Background: an optimization exercise with open tools, aiming at small area and a short achievable clock period. Do not read the settings as production practice. No functional check of the RTL was part of any run shown here. Power is estimated from default activity; no workload was simulated.

==> design/flow/design.v <==
`default_nettype none
package trace_monitor_pkg;
    typedef enum logic [3:0] {
        TRIG_START_EN   = 4'h0,
        TRIG_END_EN     = 4'h1,
        TRIG_START_ADDR = 4'h2,
        TRIG_END_ADDR   = 4'h3,
        RANGE_LO_EN     = 4'h4,
        RANGE_HI_EN     = 4'h5,
        RANGE_LO        = 4'h6,
        RANGE_HI        = 4'h7
    } ctrl_addr_t;
    localparam int INSTR_WIDTH = 32;
    localparam logic [INSTR_WIDTH-1:0] WFI_INSTRUCTION = 32'h1050_0073;
endpackage
`default_nettype wire
`timescale 1ns/1ns
`default_nettype none
module trace_monitor #(
    parameter int XLEN          = 32,
    parameter int DELTA_WIDTH   = 16,
    parameter int WFI_HOLD      = 8,
    parameter int FIFO_DEPTH    = 8,
    parameter bit WRITE_ON_EDGE = 1'b1
) (
    input  wire logic clk,
    input  wire logic rst_n,
    input  wire logic [XLEN-1:0] pc,
    input  wire logic [31:0] instr,
    input  wire logic en,
    input  wire logic [3:0] ctrl_addr,
    input  wire logic [XLEN-1:0] ctrl_wdata,
    input  wire logic ctrl_write_enable,
    input  wire logic m_tready,
    output logic      m_tvalid,
    output logic [32+DELTA_WIDTH+XLEN-1:0] m_tdata,
    output logic      m_tlast,
    output logic      overflow
);
    localparam int REC_W   = 32 + DELTA_WIDTH + XLEN;
    localparam int MEM_N   = FIFO_DEPTH - 1;           
    localparam int WCNT_W  = $clog2(WFI_HOLD + 1);
    localparam logic [31:0] WFI = trace_monitor_pkg::WFI_INSTRUCTION;
    function automatic logic [1:0] ucmp(input logic [XLEN-1:0] a, input logic [XLEN-1:0] b);
        logic [XLEN-1:0] g, l;
        g = a & ~b;
        l = ~a & b;
        for (int s = 1; s < XLEN; s = s * 2) begin
            for (int i = 0; i + s < XLEN; i = i + 2 * s) begin
                g[i] = g[i+s] | (~l[i+s] & g[i]);
                l[i] = l[i+s] | (~g[i+s] & l[i]);
            end
        end
        ucmp = {g[0], l[0]};
    endfunction
    logic            we_q;
    logic            wr;
    logic            start_en, end_en, lo_en, hi_en;
    logic [XLEN-1:0] start_addr, end_addr, lo_bound, hi_bound;
    logic            start_en_n, end_en_n, lo_en_n, hi_en_n;
    logic [XLEN-1:0] start_addr_n, end_addr_n, lo_bound_n, hi_bound_n;
    logic            wr_lo, wr_hi;
    assign wr    = WRITE_ON_EDGE ? (ctrl_write_enable & ~we_q) : ctrl_write_enable;
    assign wr_lo = wr && (ctrl_addr == trace_monitor_pkg::RANGE_LO);
    assign wr_hi = wr && (ctrl_addr == trace_monitor_pkg::RANGE_HI);
    always_comb begin
        start_en_n   = start_en;
        end_en_n     = end_en;
        start_addr_n = start_addr;
        end_addr_n   = end_addr;
        lo_en_n      = lo_en;
        hi_en_n      = hi_en;
        lo_bound_n   = lo_bound;
        hi_bound_n   = hi_bound;
        if (!rst_n) begin
            start_en_n   = 1'b0;
            end_en_n     = 1'b0;
            start_addr_n = '0;
            end_addr_n   = '1;
            lo_en_n      = 1'b0;
            hi_en_n      = 1'b0;
            lo_bound_n   = '0;
            hi_bound_n   = '1;
        end else if (wr) begin
            case (ctrl_addr)
                trace_monitor_pkg::TRIG_START_EN:   start_en_n   = ctrl_wdata[0];
                trace_monitor_pkg::TRIG_END_EN:     end_en_n     = ctrl_wdata[0];
                trace_monitor_pkg::TRIG_START_ADDR: start_addr_n = ctrl_wdata;
                trace_monitor_pkg::TRIG_END_ADDR:   end_addr_n   = ctrl_wdata;
                trace_monitor_pkg::RANGE_LO_EN:     lo_en_n      = ctrl_wdata[0];
                trace_monitor_pkg::RANGE_HI_EN:     hi_en_n      = ctrl_wdata[0];
                trace_monitor_pkg::RANGE_LO:        lo_bound_n   = ctrl_wdata;
                trace_monitor_pkg::RANGE_HI:        hi_bound_n   = ctrl_wdata;
                default: ;
            endcase
        end
    end
    always_ff @(posedge clk) begin
        we_q       <= rst_n & ctrl_write_enable;
        start_en   <= start_en_n;
        end_en     <= end_en_n;
        start_addr <= start_addr_n;
        end_addr   <= end_addr_n;
        lo_en      <= lo_en_n;
        hi_en      <= hi_en_n;
        lo_bound   <= lo_bound_n;
        hi_bound   <= hi_bound_n;
    end
    logic [XLEN-1:0] pc_s0;
    logic [31:0]     instr_s0;
    logic            s0_ok;
    logic            hist_ok_n;           
    logic            hist_is_wfi, hist_is_wfi_n;
    assign hist_ok_n     = rst_n && s0_ok;
    assign hist_is_wfi_n = hist_ok_n && (instr_s0 == WFI);
    always_ff @(posedge clk) begin
        pc_s0       <= pc;
        instr_s0    <= instr;
        s0_ok       <= rst_n;
        hist_is_wfi <= hist_is_wfi_n;
    end
    logic [WCNT_W-1:0] wfi_cnt, wfi_cnt_n;
    always_comb begin
        if (!rst_n || !hist_is_wfi)  wfi_cnt_n = '0;
        else if (wfi_cnt < WFI_HOLD) wfi_cnt_n = wfi_cnt + 1'b1;
        else                         wfi_cnt_n = wfi_cnt;
    end
    always_ff @(posedge clk) wfi_cnt <= wfi_cnt_n;
    logic started, ended, started_n, ended_n;
    always_comb begin
        started_n = started;
        ended_n   = ended;
        if (start_en && (pc == start_addr)) begin
            started_n = 1'b1;
            ended_n   = 1'b0;
        end
        if (end_en && (pc == end_addr)) begin
            ended_n   = 1'b1;
            started_n = 1'b0;
        end
        if (!rst_n) begin
            started_n = 1'b0;
            ended_n   = 1'b0;
        end
    end
    always_ff @(posedge clk) begin
        started <= started_n;
        ended   <= ended_n;
    end
    logic [1:0] cmp_lo, cmp_hi, cmp_wd;
    logic       retire_n, trig_n, lo_ok_n, hi_ok_n, write_ok;
    assign cmp_lo = ucmp(pc_s0, lo_bound);
    assign cmp_hi = ucmp(pc_s0, hi_bound);
    assign cmp_wd = ucmp(pc_s0, ctrl_wdata);
    assign retire_n = hist_ok_n && (pc_s0 != '0)
                      && ((pc != pc_s0) || (wfi_cnt_n == WCNT_W'(WFI_HOLD - 1)));
    assign trig_n   = (!start_en_n || started_n) && (!end_en_n || !ended_n);
    assign lo_ok_n  = !lo_en_n || !(wr_lo ? cmp_wd[0] : cmp_lo[0]);
    assign hi_ok_n  = !hi_en_n || !(wr_hi ? cmp_wd[1] : cmp_hi[1]);
    always_ff @(posedge clk) begin
        write_ok <= retire_n && (wfi_cnt_n != WCNT_W'(WFI_HOLD)) && trig_n
                    && lo_ok_n && hi_ok_n;
    end
    logic record_write;
    assign record_write = en && write_ok;
    logic [DELTA_WIDTH-1:0] cycles, cycles_n, cycles_inc, carry;
    assign carry[0] = 1'b1;
    for (genvar i = 1; i < DELTA_WIDTH; i++) begin : g_carry
        assign carry[i] = &cycles[i-1:0];
    end
    assign cycles_inc = cycles ^ carry;
    always_comb begin
        if (!rst_n)              cycles_n = '0;
        else if (record_write)   cycles_n = {{(DELTA_WIDTH-1){1'b0}}, 1'b1};
        else if (cycles != '1)   cycles_n = cycles_inc;
        else                     cycles_n = cycles;
    end
    always_ff @(posedge clk) cycles <= cycles_n;
    logic [REC_W-1:0]  head_q;
    logic              valid_q, tlast_q, ovf_q;
    logic [MEM_N-1:0][REC_W-1:0] slot_d;    
    logic [MEM_N-1:0][DELTA_WIDTH-1:0] slot_t;
    logic [MEM_N-1:0]  slot_l;
    logic [MEM_N-1:0]  wr_oh, rd_oh, wr_oh_n, rd_oh_n;
    logic [MEM_N-1:0]  mtherm, mtherm_n;   
    logic              mnz, mfull;
    logic              head_free, to_mem, from_mem;
    logic [REC_W-1:0]  next_data;
    logic              next_last;
    assign mnz       = mtherm[0];
    assign mfull     = mtherm[MEM_N-1];
    assign head_free = !valid_q || m_tready;
    assign from_mem  = head_free && mnz;
    assign to_mem    = record_write && !mfull && (mnz || !head_free);
    always_comb begin
        wr_oh_n  = wr_oh;
        rd_oh_n  = rd_oh;
        mtherm_n = mtherm;
        if (to_mem)   wr_oh_n = {wr_oh[MEM_N-2:0], wr_oh[MEM_N-1]};
        if (from_mem) rd_oh_n = {rd_oh[MEM_N-2:0], rd_oh[MEM_N-1]};
        if (to_mem) begin
            if (!from_mem) mtherm_n = {mtherm[MEM_N-2:0], 1'b1};
        end else begin
            if (from_mem)  mtherm_n = {1'b0, mtherm[MEM_N-1:1]};
        end
        if (!rst_n) begin
            wr_oh_n  = MEM_N'(1);
            rd_oh_n  = MEM_N'(1);
            mtherm_n = '0;
        end
    end
    logic [MEM_N-1:0] slot_we, wr_prev, we_00, we_01, we_10, we_11;
    assign wr_prev = {wr_oh[MEM_N-2:0], wr_oh[MEM_N-1]};    
    always_comb begin
        we_00 = mfull ? '0 : wr_oh;
        we_01 = wr_oh;
        if (mfull)    we_10 = '0;
        else if (mnz) we_10 = mtherm[MEM_N-2] ? '0 : wr_prev;
        else          we_10 = valid_q ? wr_prev : wr_oh;
        we_11 = (mnz && !mfull) ? wr_prev : wr_oh;
        case ({record_write, m_tready})
            2'b00:   slot_we = we_00;
            2'b01:   slot_we = we_01;
            2'b10:   slot_we = we_10;
            default: slot_we = we_11;
        endcase
    end
    always_ff @(posedge clk) begin
        for (int i = 0; i < MEM_N; i++) begin
            if (slot_we[i]) begin
                slot_d[i] <= {instr_s0, {DELTA_WIDTH{1'b0}}, pc_s0};
                slot_l[i] <= hist_is_wfi_n;
            end
        end
    end
    always_ff @(posedge clk) begin
        for (int i = 0; i < MEM_N; i++) begin
            if (wr_oh[i] && !mfull) slot_t[i] <= cycles;
        end
    end
    always_comb begin
        next_data = '0;
        next_last = 1'b0;
        next_data[XLEN +: DELTA_WIDTH] = mnz ? '0 : cycles;
        for (int i = 0; i < MEM_N; i++) begin
            next_data[XLEN-1:0]            |= {XLEN{rd_oh[i]}} & slot_d[i][XLEN-1:0];
            next_data[REC_W-1:XLEN+DELTA_WIDTH] |= {32{rd_oh[i]}} & slot_d[i][REC_W-1:XLEN+DELTA_WIDTH];
            next_data[XLEN +: DELTA_WIDTH] |= {DELTA_WIDTH{rd_oh[i] && mnz}} & slot_t[i];
            next_last = next_last | (rd_oh[i] && slot_l[i]);
        end
    end
    always_ff @(posedge clk) begin
        if (head_free) head_q <= next_data;
    end
    always_ff @(posedge clk) begin
        wr_oh  <= wr_oh_n;
        rd_oh  <= rd_oh_n;
        mtherm <= mtherm_n;
        if (!rst_n) begin
            valid_q <= 1'b0;
            tlast_q <= 1'b0;
            ovf_q   <= 1'b0;
        end else begin
            valid_q <= (valid_q && !m_tready) || mnz || record_write;
            if (head_free) tlast_q <= next_last && (mnz || record_write);
            if (record_write && mfull) ovf_q <= 1'b1;
        end
    end
    assign m_tvalid = valid_q;
    assign m_tdata  = head_q;
    assign m_tlast  = tlast_q;
    assign overflow = ovf_q;
endmodule
`default_nettype wire
==> design/flow/flow/run.sh <==
#!/bin/bash
# Layout flow: the standard ORFS flow (standard.sh, which also runs the
# standard synthesis unchanged), with one change: the port buffers that
# buffer_ports inserts are plain buf_1 cells instead of the delay buffer it
# picks by default. The timing repair steps may still resize them.
set -euo pipefail
export BUFFER_PORTS_ARGS="-buffer_cell sky130_fd_sc_hd__buf_1"
bash standard.sh > standard.log 2>&1
==> design/flow/standard.sh <==
#!/bin/bash
# synth_recipe.tcl (not shown) runs the flow's synth.tcl, then flattens the netlist and writes it again
# the make line also repeats each setting of config.mk as NAME=value (left out here)
make -C /OpenROAD-flow-scripts/flow DESIGN_CONFIG=/design/flow/config.mk WORK_HOME=/design/flow/orfs CLKGATE_MAP_FILE= SYNTH_SCRIPT=/design/flow/synth_recipe.tcl "${@:-finish}"
==> design/flow/config.mk <==
export PLATFORM = sky130hd
export DESIGN_NAME = trace_monitor
export DESIGN_NICKNAME = trace_monitor
export VERILOG_FILES = /design/flow/design.v
export SDC_FILE = /design/flow/constraint.sdc
export NUM_CORES = 4
export LEC_CHECK = 0
export CAP_MARGIN = 20
export CORE_MARGIN = 2
export CORE_UTILIZATION = 65
export CTS_CLUSTER_DIAMETER = 100
export CTS_CLUSTER_SIZE = 30
export PLACE_DENSITY = 0.75
export SETUP_SLACK_MARGIN = 2.9
export SLEW_MARGIN = 20
export TNS_END_PERCENT = 5
==> design/flow/constraint.sdc <==
create_clock -name core_clock -period 5.0 [get_ports {clk}]
set_input_delay 1.0000 -clock core_clock [delete_from_list [all_inputs] [get_ports {clk}]]
set_output_delay 1.0000 -clock core_clock [all_outputs]
set_load 0.01 [all_outputs]
==> flow_summary.yaml, run 1 <==
global_routing:
  grt_pass1_vias: 21100
  antenna_found_initial: 1
  grt_pass1_wl_um: 126000
  grt_use_total: 0.312
  grt_max_degree: 66
  overflow: 0
synthesis:
  yosysTopAreaCell: "edfxtp_1"
  ys_seq_area_frac: 0.721
  synth_cell_types: 64
  synth.top_cell.area_share: 0.575
  synth_edf_count: 647
  syn_area_per_cell_um2: 14.0
  syn_nets: 2529
  synth_area_leaders: "edfxtp_1 58%, dfxtp_1 15%, a22oi_1 3.8%"
  syn_inst: 2419
  yosys_register_bits: 893
  netlist_area_um2: 33800
  synthArstFlopShare: 0
  ys.flop_type: "edfxtp_1"
  synth_warnings: 1
layout:
  layout_commonest_cell: "edfxtp_1"
  areaGrowthSynthToFinish_pct: 10.4
  multi_input_area_um2: 9210
  drive_above_1_share: 0.105
  fin_nets: 2689
  postLayoutCoreUtil: 0.727
  antennaDiodeCount: 0
  seq_area_um2: 24500
  final_cell_mix: "647 x edfxtp_1, 254 x nand2_1, 211 x dfxtp_1"
  nFillCells: 3317
timing:
  setup_violations: 0
  finalClockSkew_ns: 0.0261
  relSlewSlack: 0.377
  fin_crit_sh: 0.528
  worstMarginPinSlew_ns: 0.929
  rsz0062_at_grt: "true"
  max_freq_ghz: 0.379
  setup_tns_ns: 0
  report.final.slew_viol_count: 0
  fin_crit_ns: 2.64
  hold_viol: 0
power_and_ir_drop:
  power_w: 0.0122
  p_per_area_nw_per_um2: 328
  pwr-share-comb: 0.047
  p_int_w: 0.00964
  p_leak_nw: 12.3
  ir_worst_vdd_mv: 0.279
  pwr-share-clk: 0.284
  p_switching_w: 0.00257
  seq_power_share: 0.669
  switching_share: 0.211
route:
  ant_nets: 0
  drc: 0
  wirelength_um: 85200
  avgRoutedWirePerCell_um: 26.0
  avgViaCountPerCell: 6.60
  vias: 21700
  firstDrtPassIters: 10
  drtIter0Drc: 2433
cts:
  clk_pin_slew_ns: 0.12
  cts_made_buffers: 35
  tritoncts: "built"
  clk_latency_ns: 0.59
  cts_buffer_depth: 3
  cts_root_buffer: "clkbuf_16"
  clock-sinks: 893
  htreeDepth: 2
worst_setup_path:
  required_ns: 5.51
  r2r-end: "write_ok"
  critical_path.top_delay_family: "adder cells"
  crit_buf_inv: 2
  slowest_delay_ns: 0.38
  crit_top_cell: "maj3_2"
  reg2reg_from: "pc_s0[20]"
  worstPathMaxFanout: 4
  r2r_cells: 9
  path_cells: "buf_8, inv_4, maj3_2, maj3_2, maj3_2, o21a_1, o211ai_1, o211ai_1, and3_1, a211oi_2"
  arrival_ns: 3.15
  crit_slowest_cell: "o211ai_1"
  endpoint_kind: "flip-flop"
  worst-r2r-setup-slack_ns: 2.41
  cp-start-kind: "primary input"
  critPathKind: "in -> reg"
placed_design:
  portBuffers: 187
  dp_hpwl_um: 50700
  globalplace.congestion: 0.959
job:
  drv_cap: 0
die:
  io_pins: 188
  core.rowCount: 83
  core_um2: 51300
  initial_core_util: 0.658
  die-area_um2: 53800
  fp.dieH_um: 232
  die_w_um: 232
worst_hold_path:
  whs_path_depth: 2
  hp-start: "started"
  hp-class: "reg -> reg"
  whs_endpoint: "started"
run_status:
  outcome: "timing/DRC/antenna clean"
power groups by stage:
stage	sequential [W]	combinational (W)	clock (W)
detailed placement	0.00836	0.000490	0
global route	0.00819	0.000607	0.00372
global placement	0.00835	0.000479	0
finish	0.00818	0.000570	0.00347
CTS	0.00818	0.000538	0.00350
floorplan	0.00831	0.000275	0
cell families (layout without fill, tap and decap cells):
kind of cell,after synthesis,count (layout),synth area share
AOI/OAI and AO/OA,523,525,0.117
xor gates and xnor gates,105,105,0.0272
buffers and inverters,203,382,0.0229
and+or+nand+nor,609,610,0.0856
DFF,893,893,0.721
muxes,18,18,0.00533
adders and majority gates,68,68,0.0207
routing by layer:
layer  wire (um)  global-route usage  vias to the layer above
li1            -                   -                     9506
met1       32500               0.412                    10800
met2       42600               0.539                     1170
met3        6950              0.0340                      165
met4        3220               0.116                        0
met5           0                   0                        -
area by class of cell:
cell class / count / area share
multi-input cells: 1326 / 0.247
flip-flops and latches: 893 / 0.656
clock inverters: 2 / 0.000369
repair buffers: 262 / 0.0412
well taps: 680 / 0.0228
inverters: 61 / 0.00638
clock buffers: 57 / 0.0263
state kept, by name, summed over array words and instances, names as in the netlist, 16 cells and up:
register,flops
slot_t,112
slot_d,448
instr_s0,32
pc_s0,32
hi_bound,32
cycles,16
start_addr,32
end_addr,32
lo_bound,32
head_q,80
cell usage after synthesis (all sizes together) (42+ instances only):
library cell,n
inv,60
nor2,63
a222oi,81
dfxtp,246
a21oi,48
o21ai,42
edfxtp,647
clkbuf,127
a22oi,170
maj3,63
xnor2,64
nand3,103
nor2b,59
a21boi,73
nand2,264
worst max path at each step:
| stage | start | end | slack (ns) | cells after the start |
|---|---|---|---|---|
| 2_1_floorplan | m_tready | mtherm[5] | 1.89 | 6 |
| 3_5_place_dp | en | slot_d[98] | 1.26 | 6 |
| 6_report | ctrl_wdata[21] | write_ok | 2.36 | 10 |
| 4_1_cts | pc_s0[0] | write_ok | 2.50 | 9 |
| 3_3_place_gp | en | slot_d[226] | 1.24 | 6 |
| 5_1_grt | ctrl_wdata[21] | write_ok | 2.36 | 10 |
tightest hold or removal path, cell delays in order (launching register included):
cell and delay [ns]:
dfxtp_1 0.32, inv_1 0.06, a21oi_2 0.06
metrics by stage:
step	hold slack [ns]	instances	setup slack, ns	instance area [um2]
after global routing	0.484	3281	2.36	37300
final	0.473	3281	2.36	37300
after global placement	0.443	3182	1.24	35300
after floorplan	0.416	2419	1.89	33900
after CTS	0.466	3262	2.50	36900
after detailed placement	0.439	3183	1.26	35300
what timing repair did:
| action | 4_1_cts | 5_1_grt |
|---|---|---|
| cloned | 3 | 3 |
| pin swaps | 37 | 19 |
| hold buffers | 0 | 0 |
| setup endpoints to repair | 780 | 731 |
| gates resized for setup | 138 | 60 |
| buffers inserted | 17 | 16 |
==> run 2, diff against run 1 <==
==> design/flow/run.sh (new file) <==
#!/bin/bash
# synth_recipe.tcl (not shown) runs the flow's synth.tcl, then flattens the netlist and writes it again
# the make line also repeats each setting of config.mk as NAME=value (left out here)
make -C /OpenROAD-flow-scripts/flow DESIGN_CONFIG=/design/flow/config.mk WORK_HOME=/design/flow/orfs CLKGATE_MAP_FILE= SYNTH_SCRIPT=/design/flow/synth_recipe.tcl finish
removed: design/flow/flow/run.sh
removed: design/flow/standard.sh
==> run 2 against run 1 <==
Highest routed layer is now met5. Final cell count up 0.37%. Via count rose by 0.62%. Wire length is 1.3% higher. Critical path type is now reg -> reg. Maximum frequency decreased by 0.93%. Synthesized cell count did not move. Global-route usage grew 0.59 points. Clock skew is 0.0034 ns lower. Hold slack got worse by 0.0055 ns. Still clean. Largest cell class unchanged. Area after synthesis unchanged. Core utilization up 2.6 points. Combinational power is 14% higher.
==> flow_summary.yaml, run 2 <==
timing:
  fin_crit_ns: 2.66
  fin_crit_sh: 0.533
  worstMarginPinSlew_ns: 1.09
  hold_ws_ns: 0.468
  setup_tns_ns: 0
  max_freq_ghz: 0.375
  hold_viol: 0
  rsz0062_at_grt: "true"
  setup_violations: 0
  relSlewSlack: 0.270
  finalClockSkew_ns: 0.0227
  report.final.slew_viol_count: 0
route:
  ant_nets: 0
  drtIter0Drc: 2773
  avgRoutedWirePerCell_um: 26.2
  firstDrtPassIters: 10
  wirelength_um: 86400
  avgViaCountPerCell: 6.62
  vias: 21800
  drc: 0
global_routing:
  overflow: 0
  grt_max_degree: 90
  grt_pass1_vias: 21000
  antenna_found_initial: 2
  grt_pass1_wl_um: 128000
  grt_use_total: 0.318
power_and_ir_drop:
  p_switching_w: 0.00262
  p_int_w: 0.00976
  seq_power_share: 0.661
  pwr-share-clk: 0.286
  p_leak_nw: 13.1
  ir_worst_vdd_mv: 0.219
  p_per_area_nw_per_um2: 321
  pwr-share-comb: 0.052
  switching_share: 0.212
  power_w: 0.0124
layout:
  areaGrowthSynthToFinish_pct: 14.3
  layout_commonest_cell: "edfxtp_1"
  final_cell_mix: "647 x edfxtp_1, 256 x nand2_1, 212 x dfxtp_1"
  drive_above_1_share: 0.123
  final_cell_area_um2: 38600
  regMostFlops: "slot_d"
  reg_top3: "slot_d: 448 flops, slot_t: 112 flops, head_q: 80 flops"
  nFillCells: 3184
  postLayoutCoreUtil: 0.752
  largest_register_ffs: 448
  fin_nets: 2695
cts:
  clock-sinks: 893
  cts_made_buffers: 35
  clk_latency_ns: 0.61
  cts_root_buffer: "clkbuf_16"
  htreeDepth: 2
  cts_buffer_depth: 3
  tritoncts: "built"
  clk_pin_slew_ns: 0.12
synthesis:
  yosys_register_bits: 893
  synth_area_leaders: "edfxtp_1 58%, dfxtp_1 15%, a22oi_1 3.8%"
  synth_edf_count: 647
  netlist_area_um2: 33800
  ys_seq_area_frac: 0.721
  ys.flop_type: "edfxtp_1"
  syn_nets: 2529
  synth_cell_types: 64
  synth_warnings: 1
  synthTopCellsByCount: "647 x edfxtp_1, 264 x nand2_1, 246 x dfxtp_1"
  yosys.cell_count.top_type: "edfxtp_1"
  syn_inst: 2419
  syn_area_per_cell_um2: 14.0
  yosysTopAreaCell: "edfxtp_1"
  synthArstFlopShare: 0
  synth.top_cell.area_share: 0.575
worst_setup_path:
  slowest_delay_ns: 0.41
  crit_buf_inv: 0
  reg2reg_from: "pc_s0[12]"
  crit_slowest_cell: "a2111oi_4"
  cp_num_cells: 9
  endpoint_kind: "flip-flop"
  crit_top_cell: "maj3_2"
  r2r_cells: 9
  worst-r2r-setup-slack_ns: 2.34
  required_ns: 5.54
  cp-startpoint: "pc_s0[12]"
  arrival_ns: 3.20
  worstPathMaxFanout: 3
  cp-start-kind: "flip-flop"
  critPathCapture: "write_ok"
  critical_path.top_delay_family: "adder cells"
  r2r-end: "write_ok"
  critPathKind: "reg -> reg"
  path_cells: "nor2b_4, maj3_2, maj3_2, maj3_2, nand3b_1, a2111oi_4, o31ai_1, and3_1, a211oi_2"
die:
  initial_core_util: 0.658
  io_pins: 188
  die_w_um: 232
  core_um2: 51300
  die-area_um2: 53800
  core.rowCount: 83
  fp.dieH_um: 232
placed_design:
  globalplace.congestion: 0.968
  dp_hpwl_um: 51500
  portBuffers: 187
  place_area_um2: 36500
job:
  drv_cap: 0
worst_hold_path:
  hp-class: "reg -> reg"
  whs_path_depth: 2
run_status:
  outcome: "timing/DRC/antenna clean"
-- run 2: worst reg2reg max path: cells and delay by family, from the launching register on --
| kind | cells | cell delay, ns |
|---|---|---|
| adders and majority gates | 3 | 0.90 |
| and+or+nand+nor | 3 | 0.66 |
| AOI/OAI and AO/OA | 3 | 0.66 |
| DFF | 1 | 0.38 |
-- run 2: worst min-delay path by stage --
stage | start | end | slack (ns)
6_report | started | started | 0.47
5_1_grt | lo_bound[24] | lo_bound[24] | 0.49
3_3_place_gp | started | started | 0.43
4_1_cts | started | started | 0.45
2_1_floorplan | started | started | 0.42
3_5_place_dp | started | started | 0.44
-- run 2: stage by stage --
| step | setup slack (ns) | std cells |
|---|---|---|
| after global routing | 2.25 | 3292 |
| after detailed placement | 1.17 | 3181 |
| final | 2.34 | 3293 |
| after CTS | 2.32 | 3277 |
| after floorplan | 1.89 | 2419 |
| after global placement | 1.17 | 3181 |
-- run 2: cells by family (layout without fill, tap and decap cells) --
kind of cell,Yosys count,in the layout,share of synthesized area
other,0,1,0
adder cells (fa/ha/maj),68,68,0.0207
XOR/XNOR,105,105,0.0272
buffers and inverters,203,392,0.0229
multiplexers,18,18,0.00533
AO/OA/AOI/OAI,523,525,0.117
AND/OR/NAND/NOR,609,611,0.0856
flip-flops,893,893,0.721
-- run 2: cell type report --
type / instances / area (um2) / share of cell area
Timing Repair Buffer: 267 / 2680 / 0.0693
Clock inverter: 3 / 31.3 / 0.000811
Antenna cell: 1 / 2.50 / 0.0000648
Tap cell: 680 / 851 / 0.0220
Sequential cell: 893 / 24400 / 0.633
Multi-Input combinational cell: 1327 / 9350 / 0.242
Inverter: 61 / 234 / 0.00606
Clock buffer: 61 / 1000 / 0.0260
-- run 2: what timing repair did --
item | CTS | global route
pin swaps | 35 | 39
setup buffers | 27 | 13
hold buffers | 0 | 0
gates resized for setup | 157 | 232
setup endpoints to repair | 780 | 694
cloned | 5 | 2
-- run 2: per-layer routing --
| layer | vias up | track usage | wire [um] |
|---|---|---|---|
| li1 | 9531 | - | - |
| met1 | 10900 | 0.436 | 33300 |
| met2 | 1168 | 0.530 | 42800 |
| met3 | 192 | 0.0383 | 6740 |
| met4 | 4 | 0.116 | 3420 |
| met5 | - | 0 | 25 |
-- run 2: power groups by stage --
stage | registers (W) | clock network [W] | logic [W]
final | 0.00819 | 0.00355 | 0.000649
after global routing | 0.00820 | 0.00382 | 0.000693
after CTS | 0.00819 | 0.00358 | 0.000617
after detailed placement | 0.00837 | 0 | 0.000587
after global placement | 0.00835 | 0 | 0.000577
after floorplan | 0.00831 | 0 | 0.000275
==> run 3, diff against run 2 <==
--- a/design/flow/design.v
+++ b/design/flow/design.v
@@ -148,34 +148,47 @@
         ended   <= ended_n;
     end
     logic [1:0] cmp_lo, cmp_hi, cmp_wd;
-    logic       retire_n, trig_n, lo_ok_n, hi_ok_n, write_ok;
+    logic       retire_n, trig_n, write_ok;
     assign cmp_lo = ucmp(pc_s0, lo_bound);
     assign cmp_hi = ucmp(pc_s0, hi_bound);
     assign cmp_wd = ucmp(pc_s0, ctrl_wdata);
     assign retire_n = hist_ok_n && (pc_s0 != '0)
                       && ((pc != pc_s0) || (wfi_cnt_n == WCNT_W'(WFI_HOLD - 1)));
     assign trig_n   = (!start_en_n || started_n) && (!end_en_n || !ended_n);
-    assign lo_ok_n  = !lo_en_n || !(wr_lo ? cmp_wd[0] : cmp_lo[0]);
-    assign hi_ok_n  = !hi_en_n || !(wr_hi ? cmp_wd[1] : cmp_hi[1]);
-    always_ff @(posedge clk) begin
-        write_ok <= retire_n && (wfi_cnt_n != WCNT_W'(WFI_HOLD)) && trig_n
-                    && lo_ok_n && hi_ok_n;
+    logic base_n, lo_keep, hi_keep;
+    assign base_n  = retire_n && (wfi_cnt_n != WCNT_W'(WFI_HOLD)) && trig_n;
+    assign lo_keep = !lo_en_n || !cmp_lo[0];
+    assign hi_keep = !hi_en_n || !cmp_hi[1];
+    always_ff @(posedge clk) begin
+        if (wr_lo)      write_ok <= base_n && hi_keep && (!lo_en || !cmp_wd[0]);
+        else if (wr_hi) write_ok <= base_n && lo_keep && (!hi_en || !cmp_wd[1]);
+        else            write_ok <= base_n && lo_keep && hi_keep;
     end
     logic record_write;
     assign record_write = en && write_ok;
+    localparam int LO_W = DELTA_WIDTH / 2;
     logic [DELTA_WIDTH-1:0] cycles, cycles_n, cycles_inc, carry;
-    assign carry[0] = 1'b1;
-    for (genvar i = 1; i < DELTA_WIDTH; i++) begin : g_carry
+    logic                   lo_wrap, sat;    
+    assign carry[0]    = 1'b1;
+    assign carry[LO_W] = lo_wrap;
+    for (genvar i = 1; i < LO_W; i++) begin : g_carry_lo
         assign carry[i] = &cycles[i-1:0];
+    end
+    for (genvar i = LO_W + 1; i < DELTA_WIDTH; i++) begin : g_carry_hi
+        assign carry[i] = lo_wrap && (&cycles[i-1:LO_W]);
     end
     assign cycles_inc = cycles ^ carry;
     always_comb begin
         if (!rst_n)              cycles_n = '0;
         else if (record_write)   cycles_n = {{(DELTA_WIDTH-1){1'b0}}, 1'b1};
-        else if (cycles != '1)   cycles_n = cycles_inc;
+        else if (!sat)           cycles_n = cycles_inc;
         else                     cycles_n = cycles;
     end
-    always_ff @(posedge clk) cycles <= cycles_n;
+    always_ff @(posedge clk) begin
+        cycles  <= cycles_n;
+        lo_wrap <= &cycles_n[LO_W-1:0];
+        sat     <= &cycles_n;
+    end
     logic [REC_W-1:0]  head_q;
     logic              valid_q, tlast_q, ovf_q;
     logic [MEM_N-1:0][REC_W-1:0] slot_d;    
==> design/flow/flow/run.sh (new file) <==
#!/bin/bash
# Layout flow: the standard ORFS flow (standard.sh, which also runs the
# standard synthesis unchanged), with one change: the port buffers that
# buffer_ports inserts are plain buf_1 cells instead of the delay buffer it
# picks by default. The timing repair steps may still resize them.
set -euo pipefail
export BUFFER_PORTS_ARGS="-buffer_cell sky130_fd_sc_hd__buf_1"
bash standard.sh > standard.log 2>&1
==> design/flow/standard.sh (new file) <==
#!/bin/bash
# synth_recipe.tcl (not shown) runs the flow's synth.tcl, then flattens the netlist and writes it again
# the make line also repeats each setting of config.mk as NAME=value (left out here)
make -C /OpenROAD-flow-scripts/flow DESIGN_CONFIG=/design/flow/config.mk WORK_HOME=/design/flow/orfs CLKGATE_MAP_FILE= SYNTH_SCRIPT=/design/flow/synth_recipe.tcl "${@:-finish}"
removed: design/flow/run.sh
==> run 3 against run 2 <==
Still clean. Register-to-register slack improved by 0.29 ns. Hold slack worse by 0.0056 ns. Wire length is 2.3% higher. Die area down 0.56%. Synthesized cell count decreased by 0.37%. Global-route usage rose by 0.68 points. Power shrank 0.67%. Non-clock buffer count grew 21. Sequential power barely moved. Combinational power down 14%. Core utilization down 1.8 points. Clock skew grew 0.0054 ns. Largest power group unchanged.
==> flow_summary.yaml, run 3 <==
run_status:
  outcome: "timing/DRC/antenna clean"
route:
  avgViaCountPerCell: 6.69
  drtIter0Drc: 3158
  drc: 0
  vias: 22200
  ant_nets: 0
  firstDrtPassIters: 8
  wirelength_um: 88300
  avgRoutedWirePerCell_um: 26.6
layout:
  nFillCells: 3235
  fin_nets: 2722
  final_cell_mix: "647 x edfxtp_1, 277 x nand2_1, 206 x dfxtp_1"
  drive_above_1_share: 0.112
  antennaDiodeCount: 0
  largest_register_ffs: 448
  regMostFlops: "slot_d"
  areaGrowthSynthToFinish_pct: 12.0
  reg_top3: "slot_d: 448 flops, slot_t: 112 flops, head_q: 80 flops"
  layout_commonest_cell: "edfxtp_1"
global_routing:
  grt_use_total: 0.325
  grt_max_degree: 54
  grt_util_met3: 0.0434
  antenna_found_initial: 0
  grt_use_met1: 0.458
  grt.busiest_layer: "met2"
  grt_pass1_vias: 21200
  overflow: 0
  grt_pass1_wl_um: 130000
  met2_usage: 0.522
worst_setup_path:
  reg2reg_from: "pc_s0[0]"
  worstPathMaxFanout: 4
  endpoint_kind: "flip-flop"
  cp-start-kind: "primary input"
  r2r-end: "write_ok"
  r2r_cells: 9
  critPathKind: "in -> reg"
  arrival_ns: 3.00
  required_ns: 5.51
  worst-r2r-setup-slack_ns: 2.63
synthesis:
  synthTopCellsByCount: "647 x edfxtp_1, 278 x nand2_1, 248 x dfxtp_1"
  ys_seq_area_frac: 0.726
  synth.top_cell.area_share: 0.578
  netlist_area_um2: 33600
  syn_nets: 2520
  yosysTopAreaCell: "edfxtp_1"
  synth_edf_count: 647
  synth_warnings: 1
  synthArstFlopShare: 0
  syn_area_per_cell_um2: 13.9
  ys.flop_type: "edfxtp_1"
  synth_cell_types: 75
  yosys_register_bits: 895
  syn_inst: 2410
  yosys.cell_count.top_type: "edfxtp_1"
  synth_area_leaders: "edfxtp_1 58%, dfxtp_1 15%, a22oi_1 3.8%"
cts:
  clk_pin_slew_ns: 0.12
  ctsHoldBuffers: 0
  clock-sinks: 895
  cts_buffer_depth: 3
  tritoncts: "built"
  htreeDepth: 2
  cts_root_buffer: "clkbuf_16"
  clk_latency_ns: 0.61
  cts_made_buffers: 35
timing:
  worst_slack_ns: 2.51
  report.final.slew_viol_count: 0
  hold_viol: 0
  rsz0062_at_grt: "true"
  setup_tns_ns: 0
  worstMarginPinSlew_ns: 0.845
  finalClockSkew_ns: 0.0281
  fin_crit_ns: 2.49
  fin_crit_sh: 0.498
  setup_violations: 0
  max_freq_ghz: 0.402
  relSlewSlack: 0.435
die:
  die_w_um: 231
  core_um2: 51200
  io_pins: 188
  core.rowCount: 83
  fp.dieH_um: 231
  initial_core_util: 0.656
  die-area_um2: 53500
placed_design:
  dp_hpwl_um: 51000
  portBuffers: 187
  globalplace.congestion: 1.02
  pre_cts_ws_ns: 1.22
power_and_ir_drop:
  ir_worst_vdd_mv: 0.268
  p_per_area_nw_per_um2: 327
  p_leak_nw: 12.5
  pwr-share-comb: 0.045
  pwr-share-clk: 0.289
  seq_power_share: 0.666
  p_int_w: 0.00967
  switching_share: 0.213
  p_switching_w: 0.00262
worst_hold_path:
  whs_endpoint: "lo_bound[0]"
  hp-class: "reg -> reg"
  whs_path_depth: 2
  hp-start: "lo_bound[0]"
job:
  drv_cap: 0
[run 3: cell count changes after synthesis, moves of 16 or more]
cell	change
a21boi_0	-71
a21oi_1	+57
clkbuf_1	-19
nand3_1	+16
o21ai_0	-16
[run 3: cells by family (layout without fill, tap and decap cells)]
group	count (synthesis)	after routing	share of synthesized area
buffers and inverters	193	414	0.0223
DFF	895	895	0.726
xor gates and xnor gates	111	111	0.0289
and+or+nand+nor	633	633	0.0893
AOI/OAI and AO/OA	516	522	0.114
adders and majority gates	53	53	0.0163
muxes	9	9	0.00268
[run 3: critical path: stages]
cell,delay [ns]
buf_1,0.32
xor2_1,0.20
nor4_1,0.39
nand3_1,0.15
nor3_1,0.25
nor3_1,0.12
o311a_1,0.39
o2111ai_2,0.10
nand2_1,0.07
[run 3: what timing repair did]
| action | 4_1_cts | 5_1_grt |
|---|---|---|
| endpoints found under the setup margin | 704 | 637 |
| pin swaps | 14 | 21 |
| gates resized for setup | 98 | 100 |
| buffers inserted | 32 | 23 |
| cloned | 13 | 3 |
[run 3: power by group through the flow]
| stage | registers [W] | clock network (W) | logic [W] |
|---|---|---|---|
| floorplan | 0.00832 | 0 | 0.000265 |
| global placement | 0.00836 | 0 | 0.000474 |
| detailed placement | 0.00837 | 0 | 0.000482 |
| CTS | 0.00819 | 0.00358 | 0.000507 |
| global route | 0.00821 | 0.00383 | 0.000596 |
| finish | 0.00819 | 0.00355 | 0.000558 |
[run 3: worst max-delay path by stage]
stage                         start           to  cells past startpoint
after floorplan            m_tready    slot_d[0]                      6
after global placement     m_tready  slot_d[133]                      7
after detailed placement   m_tready  slot_d[131]                      7
after CTS                  pc_s0[0]     write_ok                      9
after global routing      pc_s0[12]     write_ok                      9
final                        pc[28]     write_ok                      9
[run 3: per-stage QoR]
step | instance area (um2) | total power (W) | std cells | hold slack [ns] | utilization
after floorplan | 33700 | 0.00859 | 2410 | 0.432 | -
after global placement | 35100 | 0.00883 | 3184 | 0.445 | 0.685
after detailed placement | 35100 | 0.00885 | 3184 | 0.446 | 0.685
after CTS | 37000 | 0.0123 | 3291 | 0.462 | 0.724
after global routing | 37600 | 0.0126 | 3317 | 0.472 | 0.735
final | 37600 | 0.0123 | 3317 | 0.462 | 0.735
[run 3: final cells by class]
| cell class | instances | area [um2] | area share |
|---|---|---|---|
| clock buffer | 61 | 1020 | 0.0270 |
| timing repair inverter | 1 | 11.3 | 0.000299 |
| timing repair buffer | 288 | 1960 | 0.0521 |
| tap | 680 | 851 | 0.0226 |
| clock inverter | 1 | 7.51 | 0.000200 |
| sequential | 895 | 24500 | 0.652 |
| inverter | 63 | 265 | 0.00705 |
| multi-input combinational | 1328 | 9000 | 0.239 |
[run 3: per-layer routing]
layer	share of wire	routed length, um
met5	0	0
met4	0.041	3610
met3	0.099	8740
met2	0.48	42300
met1	0.38	33600
==> run 4, diff against run 3 <==
--- a/design/flow/design.v
+++ b/design/flow/design.v
@@ -127,14 +127,15 @@
     end
     always_ff @(posedge clk) wfi_cnt <= wfi_cnt_n;
     logic started, ended, started_n, ended_n;
+    logic start_hit, end_hit;
     always_comb begin
         started_n = started;
         ended_n   = ended;
-        if (start_en && (pc == start_addr)) begin
+        if (start_hit) begin
             started_n = 1'b1;
             ended_n   = 1'b0;
         end
-        if (end_en && (pc == end_addr)) begin
+        if (end_hit) begin
             ended_n   = 1'b1;
             started_n = 1'b0;
         end
@@ -148,24 +149,32 @@
         ended   <= ended_n;
     end
     logic [1:0] cmp_lo, cmp_hi, cmp_wd;
-    logic       retire_n, trig_n, write_ok;
+    logic       early_n, lo_keep, hi_keep;
+    logic       trig_hold, trig_end;
+    logic       range_ok, moved_ok, trig_ok;
     assign cmp_lo = ucmp(pc_s0, lo_bound);
     assign cmp_hi = ucmp(pc_s0, hi_bound);
     assign cmp_wd = ucmp(pc_s0, ctrl_wdata);
-    assign retire_n = hist_ok_n && (pc_s0 != '0)
-                      && ((pc != pc_s0) || (wfi_cnt_n == WCNT_W'(WFI_HOLD - 1)));
-    assign trig_n   = (!start_en_n || started_n) && (!end_en_n || !ended_n);
-    logic base_n, lo_keep, hi_keep;
-    assign base_n  = retire_n && (wfi_cnt_n != WCNT_W'(WFI_HOLD)) && trig_n;
+    assign early_n = hist_ok_n && (pc_s0 != '0) && (wfi_cnt_n != WCNT_W'(WFI_HOLD));
     assign lo_keep = !lo_en_n || !cmp_lo[0];
     assign hi_keep = !hi_en_n || !cmp_hi[1];
     always_ff @(posedge clk) begin
-        if (wr_lo)      write_ok <= base_n && hi_keep && (!lo_en || !cmp_wd[0]);
-        else if (wr_hi) write_ok <= base_n && lo_keep && (!hi_en || !cmp_wd[1]);
-        else            write_ok <= base_n && lo_keep && hi_keep;
+        if (wr_lo)      range_ok <= early_n && hi_keep && (!lo_en || !cmp_wd[0]);
+        else if (wr_hi) range_ok <= early_n && lo_keep && (!hi_en || !cmp_wd[1]);
+        else            range_ok <= early_n && lo_keep && hi_keep;
+    end
+    always_ff @(posedge clk) begin
+        moved_ok <= (pc != pc_s0) || (wfi_cnt_n == WCNT_W'(WFI_HOLD - 1));
+    end
+    assign start_hit = start_en && (pc == start_addr);
+    assign end_hit   = end_en && (pc == end_addr);
+    assign trig_hold = (!start_en_n || started) && (!end_en_n || !ended);
+    assign trig_end  = !start_en_n && !end_en_n;
+    always_ff @(posedge clk) begin
+        trig_ok <= end_hit ? trig_end : (start_hit || trig_hold);
     end
     logic record_write;
-    assign record_write = en && write_ok;
+    assign record_write = en && range_ok && moved_ok && trig_ok;
     localparam int LO_W = DELTA_WIDTH / 2;
     logic [DELTA_WIDTH-1:0] cycles, cycles_n, cycles_inc, carry;
     logic                   lo_wrap, sat;    
==> run 4 against run 3 <==
Worst setup slack got worse by 0.19 ns. Area after synthesis hardly changed. Maximum frequency is 7.2% lower. Combinational power decreased by 11%. Clock power about the same. Wire length decreased by 3.7%. Final cell count fell by 0.96%. Power decreased by 0.35%. Via count shrank 1.4%. Count of clock-buffer cells in the layout grew 1. Die area barely moved. Highest routed layer unchanged.
==> flow_summary.yaml, run 4 <==
run_status:
  outcome: "timing/DRC/antenna clean"
synthesis:
  yosys_register_bits: 897
  netlist_area_um2: 33600
  synth_xor_area_frac: 0.0292
  syn_inst: 2421
  synth_top_family_by_area: "compound AO/OA/AOI/OAI gates"
  synth_area_leaders: "edfxtp_1 58%, dfxtp_1 15%, a22oi_1 3.6%"
  synth_warnings: 1
  ys_seq_area_frac: 0.728
  ys.flop_type: "edfxtp_1"
  syn_nets: 2531
  synthArstFlopShare: 0
  synth_edf_count: 647
  yosys.cell_count.top_type: "edfxtp_1"
  synth-compound-area-share: 0.112
  syn_area_per_cell_um2: 13.9
  yosys.area_share.simple: 0.0939
  synthTopCellsByCount: "647 x edfxtp_1, 302 x nand2_1, 250 x dfxtp_1"
  yosysTopAreaCell: "edfxtp_1"
  synth_cell_types: 65
  synth.top_cell.area_share: 0.579
  synthMuxAreaShare: 0.00119
  synth_fa_ha_area_frac: 0.0151
worst_setup_path:
  r2r_cells: 7
  critical_path.top_delay_family: "compound AO/OA/AOI/OAI gates"
  arrival_ns: 3.19
  worstPathMaxFanout: 6
  crit_top_cell: "maj3_2"
  required_ns: 5.50
  endpoint_kind: "flip-flop"
  worst-r2r-setup-slack_ns: 2.38
  path_cells: "buf_4, nor2b_1, maj3_2, maj3_2, a221oi_2, o311ai_2, a2111oi_2, or3_1, nor3_1, o32a_1"
  slowest_delay_ns: 0.34
  crit_buf_inv: 1
  r2r-end: "range_ok"
  crit_slowest_cell: "a2111oi_2"
  critPathKind: "in -> reg"
  reg2reg_from: "pc_s0[17]"
  cp-start-kind: "primary input"
cts:
  clk_pin_slew_ns: 0.12
  clk_latency_ns: 0.61
  htreeDepth: 2
  cts_root_buffer: "clkbuf_16"
  cts_buffer_depth: 3
  tritoncts: "built"
  clock-sinks: 897
  cts_made_buffers: 35
worst_hold_path:
  whs_endpoint: "lo_bound[0]"
  whs_path_depth: 2
  hp-start: "lo_bound[0]"
  hp-class: "reg -> reg"
layout:
  final_cell_area_um2: 36700
  final_cell_mix: "647 x edfxtp_1, 301 x nand2_1, 219 x dfxtp_1"
  fin_nets: 2688
  areaGrowthSynthToFinish_pct: 9.24
  nFillCells: 3353
  largest_register_ffs: 448
  antennaDiodeCount: 0
  reg_top3: "slot_d: 448 flops, slot_t: 112 flops, head_q: 80 flops"
  layout_commonest_cell: "edfxtp_1"
  layout.cells.non_filler: 3285
  drive_above_1_share: 0.0695
  regMostFlops: "slot_d"
global_routing:
  grt_pass1_wl_um: 126000
  grt_use_total: 0.317
  grt_pass1_vias: 21000
  overflow: 0
  grt_max_degree: 78
  antenna_found_initial: 0
die:
  fp.dieH_um: 231
  die-area_um2: 53500
  io_pins: 188
  die_w_um: 231
  core.rowCount: 83
  core_um2: 51200
  initial_core_util: 0.655
placed_design:
  placed_cells: 3192
  pre_cts_ws_ns: 1.29
  place_area_um2: 35000
  dp_hpwl_um: 49500
  globalplace.congestion: 0.921
  portBuffers: 187
timing:
  hold_viol: 0
  fin_crit_ns: 2.68
  report.final.slew_viol_count: 0
  hold_ws_ns: 0.465
  finalClockSkew_ns: 0.0326
  relSlewSlack: 0.299
  worstMarginPinSlew_ns: 1.04
  worst_slack_ns: 2.32
  max_freq_ghz: 0.373
  setup_tns_ns: 0
  setup_violations: 0
  rsz0062_at_grt: "true"
  fin_crit_sh: 0.537
job:
  drv_cap: 0
route:
  vias: 21900
  drc: 0
  ant_nets: 0
  avgRoutedWirePerCell_um: 25.9
  drtIter0Drc: 2876
  avgViaCountPerCell: 6.66
  wirelength_um: 85000
  firstDrtPassIters: 6
power_and_ir_drop:
  ir_worst_vdd_mv: 0.222
  p_per_area_nw_per_um2: 334
  p_leak_nw: 12.1
==> run 4: cell count changes after synthesis, sizes merged, moves of 6 or more <==
| cell | before | now |
|---|---|---|
| nand2 | 278 | 302 |
| o211ai | 40 | 27 |
| o21ai | 26 | 32 |
| a31oi | 10 | 18 |
| inv | 63 | 52 |
| a22oi | 170 | 161 |
| nand2b | 34 | 43 |
==> run 4: cell type report <==
cell class / count / area [um2] / share of cell area
clock inverters: 2 / 25.0 / 0.000683
multi-input cells: 1353 / 8820 / 0.241
flip-flops and latches: 897 / 24500 / 0.669
repair buffers: 238 / 1240 / 0.0337
well taps: 680 / 851 / 0.0232
inverters: 53 / 205 / 0.00560
clock buffers: 62 / 1010 / 0.0275
==> run 4: worst max-delay path by stage <==
stage	from	endpoint	slack, ns	cells after the start
global route	ctrl_wdata[20]	range_ok	2.24	10
floorplan	m_tready	mtherm[1]	2.05	6
detailed placement	m_tready	slot_d[58]	1.29	5
global placement	m_tready	slot_d[223]	1.37	5
CTS	ctrl_wdata[4]	range_ok	2.23	10
finish	ctrl_wdata[4]	range_ok	2.32	10
==> run 4: cell families (layout without fill, tap and decap cells) <==
kind of cell	after synthesis	count (layout)
and+or+nand+nor	669	669
AOI/OAI and AO/OA	511	519
DFF	897	897
xor gates and xnor gates	112	112
buffers and inverters	179	355
muxes	4	4
adders and majority gates	49	49
==> run 4: metal layers <==
metal | vias up | GRT usage | routed length, um | share of wire
met5 | - | 0 | 0 | 0
met4 | 0 | 0.131 | 3900 | 0.046
met3 | 186 | 0.0351 | 7710 | 0.091
met2 | 1308 | 0.535 | 42000 | 0.49
met1 | 10800 | 0.424 | 31400 | 0.37
li1 | 9569 | - | - | -
==> run 4: report_power, final <==
group	leakage (nW)	total [W]	switching (W)	internal, W
logic	3.39	0.000497	0.000315	0.000182
registers	8.19	0.00821	0.000147	0.00806
clock network	0.492	0.00355	0.00214	0.00141
==> run 4: worst reg2reg max path: cells and delay by family, from the launching register on <==
kind,cells,cell delay (ns)
AOI/OAI and AO/OA,4,0.78
DFF,1,0.74
adders and majority gates,2,0.73
and+or+nand+nor,1,0.28
==> run 4: what timing repair did <==
item / in CTS / in global routing
resized for setup: 31 / 49
cloned: 8 / 0
hold buffers: 0 / 0
endpoints found under the setup margin: 744 / 724
buffers inserted: 20 / 1
pin swaps: 14 / 6
==> run 4: stage by stage <==
| step | util | total power, W |
|---|---|---|
| 3_3_place_gp | 0.684 | 0.00882 |
| 3_5_place_dp | 0.684 | 0.00884 |
| 5_1_grt | 0.716 | 0.0126 |
| 6_report | 0.716 | 0.0123 |
| 2_1_floorplan | - | 0.00859 |
| 4_1_cts | 0.713 | 0.0122 |
==> run 5, diff against run 4 <==
--- a/design/flow/design.v
+++ b/design/flow/design.v
@@ -195,8 +195,10 @@
     end
     always_ff @(posedge clk) begin
         cycles  <= cycles_n;
-        lo_wrap <= &cycles_n[LO_W-1:0];
-        sat     <= &cycles_n;
+        lo_wrap <= rst_n && !record_write
+                   && (sat || (cycles[LO_W-1:0] == {{(LO_W-1){1'b1}}, 1'b0}));
+        sat     <= rst_n && !record_write
+                   && (sat || (cycles == {{(DELTA_WIDTH-1){1'b1}}, 1'b0}));
     end
     logic [REC_W-1:0]  head_q;
     logic              valid_q, tlast_q, ovf_q;
--- a/design/flow/config.mk
+++ b/design/flow/config.mk
@@ -13,4 +13,4 @@
 export PLACE_DENSITY = 0.75
 export SETUP_SLACK_MARGIN = 2.9
 export SLEW_MARGIN = 20
-export TNS_END_PERCENT = 5
+export TNS_END_PERCENT = 30
==> run 5 against run 4 <==
Combinational power grew 16%. Critical path depth is 1 higher. Still clean on timing, DRC and antenna. Sequential power about the same. Global-route usage is 0.38 points higher.
==> flow_summary.yaml, run 5 <==
timing:
  rsz0062_at_grt: "true"
  worstMarginPinSlew_ns: 1.04
  report.final.slew_viol_count: 0
  fin_crit_sh: 0.468
  finalClockSkew_ns: 0.0194
  fin_crit_ns: 2.34
  setup_violations: 0
  relSlewSlack: 0.304
  max_freq_ghz: 0.427
  hold_viol: 0
  setup_tns_ns: 0
worst_setup_path:
  worst-r2r-setup-slack_ns: 2.69
  endpoint_kind: "flip-flop"
  reg2reg_from: "pc_s0[12]"
  cp-start-kind: "primary input"
  worstPathMaxFanout: 3
  r2r-end: "range_ok"
  r2r_cells: 9
  required_ns: 5.49
  critPathKind: "in -> reg"
  critical_path.top_delay_family: "compound AO/OA/AOI/OAI gates"
  cp-startpoint: "ctrl_wdata[0]"
  crit_buf_inv: 2
  crit_slowest_cell: "a2111oi_0"
  path_cells: "buf_1, buf_6, nand2b_1, a2111oi_0, or3_4, a221o_1, o211ai_2, a211oi_2, nor4_2, o21ai_1, a21oi_2"
  slowest_delay_ns: 0.42
  arrival_ns: 2.83
route:
  wl_met2_um: 44400
  wl_met1_um: 33900
  ant_nets: 0
  top_layer: "met4"
  vias: 22700
  avgRoutedWirePerCell_um: 27.1
  drc: 0
  firstDrtPassIters: 6
  avgViaCountPerCell: 6.76
  route.met3.wl_um: 8780
  drtIter0Drc: 3259
  wirelength_um: 91200
worst_hold_path:
  whs_path_depth: 2
  hp-class: "reg -> reg"
  hp-start: "lo_bound[14]"
  whs_endpoint: "lo_bound[14]"
synthesis:
  synth_edf_count: 647
  synth_cell_types: 82
  synth_warnings: 1
  yosys.cell_count.top_type: "edfxtp_1"
  syn_inst: 2443
  yosysTopAreaCell: "edfxtp_1"
  synth_area_leaders: "edfxtp_1 57%, dfxtp_1 15%, a22oi_1 3.7%"
  synth.top_cell.area_share: 0.575
  ys_seq_area_frac: 0.723
  syn_nets: 2554
  syn_area_per_cell_um2: 13.8
  synthTopCellsByCount: "647 x edfxtp_1, 292 x nand2_1, 250 x dfxtp_1"
  yosys_register_bits: 897
  synthArstFlopShare: 0
  netlist_area_um2: 33800
  ys.flop_type: "edfxtp_1"
global_routing:
  grt_pass1_wl_um: 129000
  grt_use_total: 0.320
  grt_pass1_vias: 21300
  antenna_found_initial: 0
  grt_max_degree: 90
  overflow: 0
cts:
  tritoncts: "built"
  clock-sinks: 897
  cts_root_buffer: "clkbuf_16"
  cts_buffer_depth: 3
  clk_pin_slew_ns: 0.11
  clk_latency_ns: 0.60
  cts_made_buffers: 35
  htreeDepth: 2
run_status:
  outcome: "timing/DRC/antenna clean"
placed_design:
  globalplace.congestion: 0.912
  placed_cells: 3209
  portBuffers: 187
  dp_hpwl_um: 49800
  place_area_um2: 35300
die:
  fp.dieH_um: 232
  initial_core_util: 0.658
  core_um2: 51400
  die-area_um2: 53900
  die_w_um: 232
  core.rowCount: 83
  io_pins: 188
layout:
  layout.cells.non_filler: 3363
  drive_above_1_share: 0.139
  reg_top3: "slot_d: 448 flops, slot_t: 112 flops, head_q: 80 flops"
  antennaDiodeCount: 0
  final_cell_area_um2: 38500
  fin_nets: 2770
  layout_commonest_cell: "edfxtp_1"
  largest_register_ffs: 448
  regMostFlops: "slot_d"
  postLayoutCoreUtil: 0.749
  areaGrowthSynthToFinish_pct: 13.8
  final_cell_mix: "647 x edfxtp_1, 290 x nand2_1, 209 x dfxtp_1"
power_and_ir_drop:
  p_leak_nw: 13.0
  ir_worst_vdd_mv: 0.242
  power_w: 0.0123
  p_per_area_nw_per_um2: 320
job:
  drv_cap: 0
[run 5: changes by cell type in the layout (fill, tap and decap cells not counted), moves of 14 or more]
cell	change
buf_1	-48
buf_2	+19
buf_4	+34
clkbuf_2	+18
maj3_1	-16
xnor2_1	-14
[run 5: worst max path at each step]
stage	end	slack, ns	cells past startpoint
after floorplan	slot_d[100]	1.93	5
after global placement	slot_d[390]	1.32	7
after detailed placement	slot_d[390]	1.16	7
after CTS	range_ok	2.66	9
after global routing	range_ok	2.64	9
final	range_ok	2.66	11
[run 5: area by class of cell]
type,instances,area [um2]
Inverter,50,231
Timing Repair inverter,1,11.3
Clock buffer,60,1010
Fill cell,3153,12900
Tap cell,680,851
Sequential cell,897,24500
Timing Repair Buffer,302,2370
Clock inverter,1,5.00
Multi-Input combinational cell,1372,9450
[run 5: stage by stage]
stage	setup WS [ns]	hold WS, ns
final	2.66	0.463
after global routing	2.64	0.479
after CTS	2.66	0.464
after detailed placement	1.16	0.449
after global placement	1.32	0.440
after floorplan	1.93	0.432
[run 5: per-layer routing]
metal | global-route usage | vias to the layer above
met5 | 0 | -
met2 | 0.532 | 1427
met1 | 0.427 | 11300
met3 | 0.0446 | 237
met4 | 0.139 | 0
li1 | - | 9807
[run 5: power by group]
| group | internal (W) | switching (W) |
|---|---|---|
| sequential | 0.00806 | 0.000148 |
| clock | 0.00141 | 0.00213 |
| combinational | 0.000227 | 0.000349 |
[run 5: worst min-delay path, cell delays in order, from the launching register on]
cell and delay [ns]:
dfxtp_1 0.33, nand2_1 0.05, a21oi_1 0.05
[run 5: logic make-up (layout without fill, tap and decap cells)]
family          after synthesis  in the layout  synth area share
compound gates              532            540             0.117
xor+xnor                    111            111            0.0288
fa+ha+maj                    38             38            0.0119
buf+inv                     182            414            0.0214
flops                       897            897             0.723
mux                           9              9           0.00270
simple gates                674            674            0.0960
[run 5: what timing repair did]
item / 4_1_cts / 5_1_grt
pin swaps: 23 / 48
hold buffers: 0 / 0
buffers inserted: 38 / 26
cloned: 18 / 11
setup endpoints to repair: 635 / 623
resized for setup: 128 / 159
==> run 6, diff against run 5 <==
--- a/design/flow/design.v
+++ b/design/flow/design.v
@@ -149,32 +149,31 @@
         ended   <= ended_n;
     end
     logic [1:0] cmp_lo, cmp_hi, cmp_wd;
-    logic       early_n, lo_keep, hi_keep;
-    logic       trig_hold, trig_end;
-    logic       range_ok, moved_ok, trig_ok;
+    logic       early_n, lo_keep, hi_keep, keep_n;
+    logic       trig_hold, trig_end, trig_n, moved_n;
+    logic       ok_q, wd_gt_q, wd_lt_q, wr_lo_q, wr_hi_q;
     assign cmp_lo = ucmp(pc_s0, lo_bound);
     assign cmp_hi = ucmp(pc_s0, hi_bound);
     assign cmp_wd = ucmp(pc_s0, ctrl_wdata);
     assign early_n = hist_ok_n && (pc_s0 != '0) && (wfi_cnt_n != WCNT_W'(WFI_HOLD));
     assign lo_keep = !lo_en_n || !cmp_lo[0];
     assign hi_keep = !hi_en_n || !cmp_hi[1];
-    always_ff @(posedge clk) begin
-        if (wr_lo)      range_ok <= early_n && hi_keep && (!lo_en || !cmp_wd[0]);
-        else if (wr_hi) range_ok <= early_n && lo_keep && (!hi_en || !cmp_wd[1]);
-        else            range_ok <= early_n && lo_keep && hi_keep;
-    end
-    always_ff @(posedge clk) begin
-        moved_ok <= (pc != pc_s0) || (wfi_cnt_n == WCNT_W'(WFI_HOLD - 1));
-    end
+    assign keep_n  = wr_lo ? hi_keep : (wr_hi ? lo_keep : (lo_keep && hi_keep));
     assign start_hit = start_en && (pc == start_addr);
     assign end_hit   = end_en && (pc == end_addr);
     assign trig_hold = (!start_en_n || started) && (!end_en_n || !ended);
     assign trig_end  = !start_en_n && !end_en_n;
-    always_ff @(posedge clk) begin
-        trig_ok <= end_hit ? trig_end : (start_hit || trig_hold);
+    assign trig_n    = end_hit ? trig_end : (start_hit || trig_hold);
+    assign moved_n   = (pc != pc_s0) || (wfi_cnt_n == WCNT_W'(WFI_HOLD - 1));
+    always_ff @(posedge clk) begin
+        ok_q    <= early_n && keep_n && trig_n && moved_n;
+        wd_gt_q <= cmp_wd[1];
+        wd_lt_q <= cmp_wd[0];
+        wr_lo_q <= wr_lo && lo_en;
+        wr_hi_q <= wr_hi && hi_en;
     end
     logic record_write;
-    assign record_write = en && range_ok && moved_ok && trig_ok;
+    assign record_write = en && ok_q && !(wr_lo_q && wd_lt_q) && !(wr_hi_q && wd_gt_q);
     localparam int LO_W = DELTA_WIDTH / 2;
     logic [DELTA_WIDTH-1:0] cycles, cycles_n, cycles_inc, carry;
     logic                   lo_wrap, sat;    
==> run 6 against run 5 <==
Via count shrank 4.0%. Highest routed layer unchanged. Clock skew grew 0.015 ns. Power grew 0.79%. Core utilization shrank 2.3 points. Still clean. Die area shrank 0.18%. Register-to-register slack lost 0.10 ns.
==> flow_summary.yaml, run 6 <==
run_status:
  outcome: "timing/DRC/antenna clean"
die:
  initial_core_util: 0.658
  fp.dieH_um: 232
  io_pins: 188
  core_um2: 51300
  die-area_um2: 53800
  die_w_um: 232
  core.rowCount: 83
synthesis:
  synth_xor_area_frac: 0.0285
  synth_edf_count: 647
  yosys_register_bits: 899
  synth_cell_types: 65
  synth_top_family_by_area: "compound AO/OA/AOI/OAI gates"
  syn_nets: 2555
  synth.top_cell.area_share: 0.576
  yosys.cell_count.top_type: "edfxtp_1"
  yosys.area_share.simple: 0.0941
  ys_seq_area_frac: 0.725
  yosysTopAreaCell: "edfxtp_1"
  syn_area_per_cell_um2: 13.8
  syn_inst: 2444
  netlist_area_um2: 33700
  synth_area_leaders: "edfxtp_1 58%, dfxtp_1 15%, a22oi_1 3.7%"
  ys.flop_type: "edfxtp_1"
  synth_warnings: 1
  synth_fa_ha_area_frac: 0.0144
  synthMuxAreaShare: 0.00178
  synthArstFlopShare: 0
  synthTopCellsByCount: "647 x edfxtp_1, 279 x nand2_1, 252 x dfxtp_1"
  synth-compound-area-share: 0.115
timing:
  finalClockSkew_ns: 0.0347
  hold_ws_ns: 0.465
  rsz0062_at_grt: "true"
  fin_crit_ns: 2.44
  setup_violations: 0
  hold_viol: 0
  report.final.slew_viol_count: 0
  worstMarginPinSlew_ns: 0.938
  max_freq_ghz: 0.409
  relSlewSlack: 0.371
  worst_slack_ns: 2.56
  setup_tns_ns: 0
  fin_crit_sh: 0.488
job:
  drv_cap: 0
global_routing:
  grt_use_total: 0.310
  grt_max_degree: 66
  grt_pass1_wl_um: 125000
  overflow: 0
  antenna_found_initial: 1
  grt_pass1_vias: 21100
worst_setup_path:
  required_ns: 5.52
  cp-start-kind: "primary input"
  endpoint_kind: "flip-flop"
  cp-startpoint: "ctrl_addr[1]"
  reg2reg_from: "pc_s0[29]"
  critPathKind: "in -> reg"
  arrival_ns: 2.96
  worstPathMaxFanout: 4
route:
  drtIter0Drc: 2909
  avgViaCountPerCell: 6.59
  firstDrtPassIters: 8
  vias: 21800
  drc: 0
  avgRoutedWirePerCell_um: 25.8
  ant_nets: 0
  wirelength_um: 85300
power_and_ir_drop:
  ir_worst_vdd_mv: 0.223
  p_per_area_nw_per_um2: 334
  p_leak_nw: 12.4
  power_w: 0.0124
worst_hold_path:
  hp-start: "lo_bound[22]"
  hp-class: "reg -> reg"
layout:
  layout_commonest_cell: "edfxtp_1"
  reg_top3: "slot_d: 448 flops, slot_t: 112 flops, head_q: 80 flops"
  drive_above_1_share: 0.0874
  nFillCells: 3349
  fin_nets: 2721
  regMostFlops: "slot_d"
  layout.cells.non_filler: 3313
  areaGrowthSynthToFinish_pct: 10.3
  largest_register_ffs: 448
  final_cell_mix: "647 x edfxtp_1, 278 x nand2_1, 214 x dfxtp_1"
placed_design:
  portBuffers: 187
  pre_cts_ws_ns: 1.30
  globalplace.congestion: 0.953
  placed_cells: 3218
  dp_hpwl_um: 51000
cts:
  clk_pin_slew_ns: 0.11
  htreeDepth: 2
  cts_made_buffers: 35
  cts_root_buffer: "clkbuf_16"
  tritoncts: "built"
  clock-sinks: 899
  cts_buffer_depth: 3
  clk_latency_ns: 0.60
==> run 6: area by class of cell <==
cell class | count | area (um2) | share of cell area
inverters | 51 | 201 | 0.00541
flip-flops and latches | 899 | 24600 | 0.660
well taps | 680 | 851 | 0.0229
clock buffers | 59 | 1010 | 0.0271
repair buffers | 262 | 1630 | 0.0437
diodes | 1 | 2.50 | 0.0000672
multi-input cells | 1361 | 8980 | 0.241
==> run 6: critical path, stage by stage <==
cell and delay (ns):
buf_6 0.10, or4b_4 0.59, o31ai_4 0.25, a21oi_2 0.10
a22oi_1 0.20, nor2_1 0.05, or4_1 0.54, nor4_2 0.14
==> run 6: final timing paths <==
path | to | slack, ns | cells past startpoint
min reg2reg | lo_bound[22] | 0.47 | 2
max reg2reg | ok_q | 2.59 | 7
min | lo_bound[22] | 0.47 | 2
max | ok_q | 2.56 | 8
==> run 6: logic make-up after synthesis <==
| group | Yosys count |
|---|---|
| AO/OA/AOI/OAI | 529 |
| XOR/XNOR | 110 |
| adder cells (fa/ha/maj) | 47 |
| buffers and inverters | 184 |
| flip-flops | 899 |
| multiplexers | 6 |
| AND/OR/NAND/NOR | 669 |
==> run 6: repair_timing <==
item,in CTS,in global routing
setup buffers,12,15
gates resized for setup,72,94
pin swaps,12,11
endpoints found under the setup margin,615,603
hold buffers,0,0
cloned,2,6
==> run 6: metrics by stage <==
stage | util | area [um2]
6_report | 0.726 | 37200
4_1_cts | 0.715 | 36700
3_3_place_gp | 0.687 | 35200
3_5_place_dp | 0.687 | 35200
2_1_floorplan | - | 33900
5_1_grt | 0.726 | 37200
==> run 6: power by group <==
part	switching [W]	internal (W)	total [W]
clock	0.00212	0.00141	0.00353
combinational	0.000363	0.000206	0.000569
sequential	0.000175	0.00815	0.00833
==> run 6: routing by layer <==
metal  global-route usage  wire (um)  vias to the layer above
li1                     -          -                     9673
met1                0.417      32600                    10800
met2                0.518      42200                     1129
met3               0.0416       7040                      177
met4                0.122       3430                        0
met5                    0          0                        -

-- what the ideal ports hide --
Ports are ideal in the flow. The routed layouts listed here were re-timed in OpenROAD. Step 1 assumes that a clkbuf_16 drives the clock port and a buf_2 every other input. Step 2 also shifts input and output timing later by t, the mid clock arrival at the registers, as if the neighbouring blocks saw the same clock. Slacks: ideal / step 1 / step 2; pairs: ideal / step 1.
| run | t (ns) | slack for setup (ns) | worst data-port slew with drivers (ns) |
|---|---|---|---|
| run 1 | 0.645 | 2.361 / 2.365 / 1.719 | 0.06 |
| run 2 | 0.656 | 2.336 / 2.336 / 1.727 | 0.07 |
| run 3 | 0.653 | 2.511 / 2.546 / 1.892 | 0.09 |
| run 4 | 0.660 | 2.317 / 2.344 / 1.684 | 0.06 |
| run 5 | 0.652 | 2.659 / 2.664 / 2.034 | 0.10 |
| run 6 | 0.651 | 2.558 / 2.587 / 1.938 | 0.07 |
After both steps setup and hold are still met in every run listed. The setup slack of run 1, which loses most, moves by +0.004 ns with the drivers and by -0.642 ns with both steps.
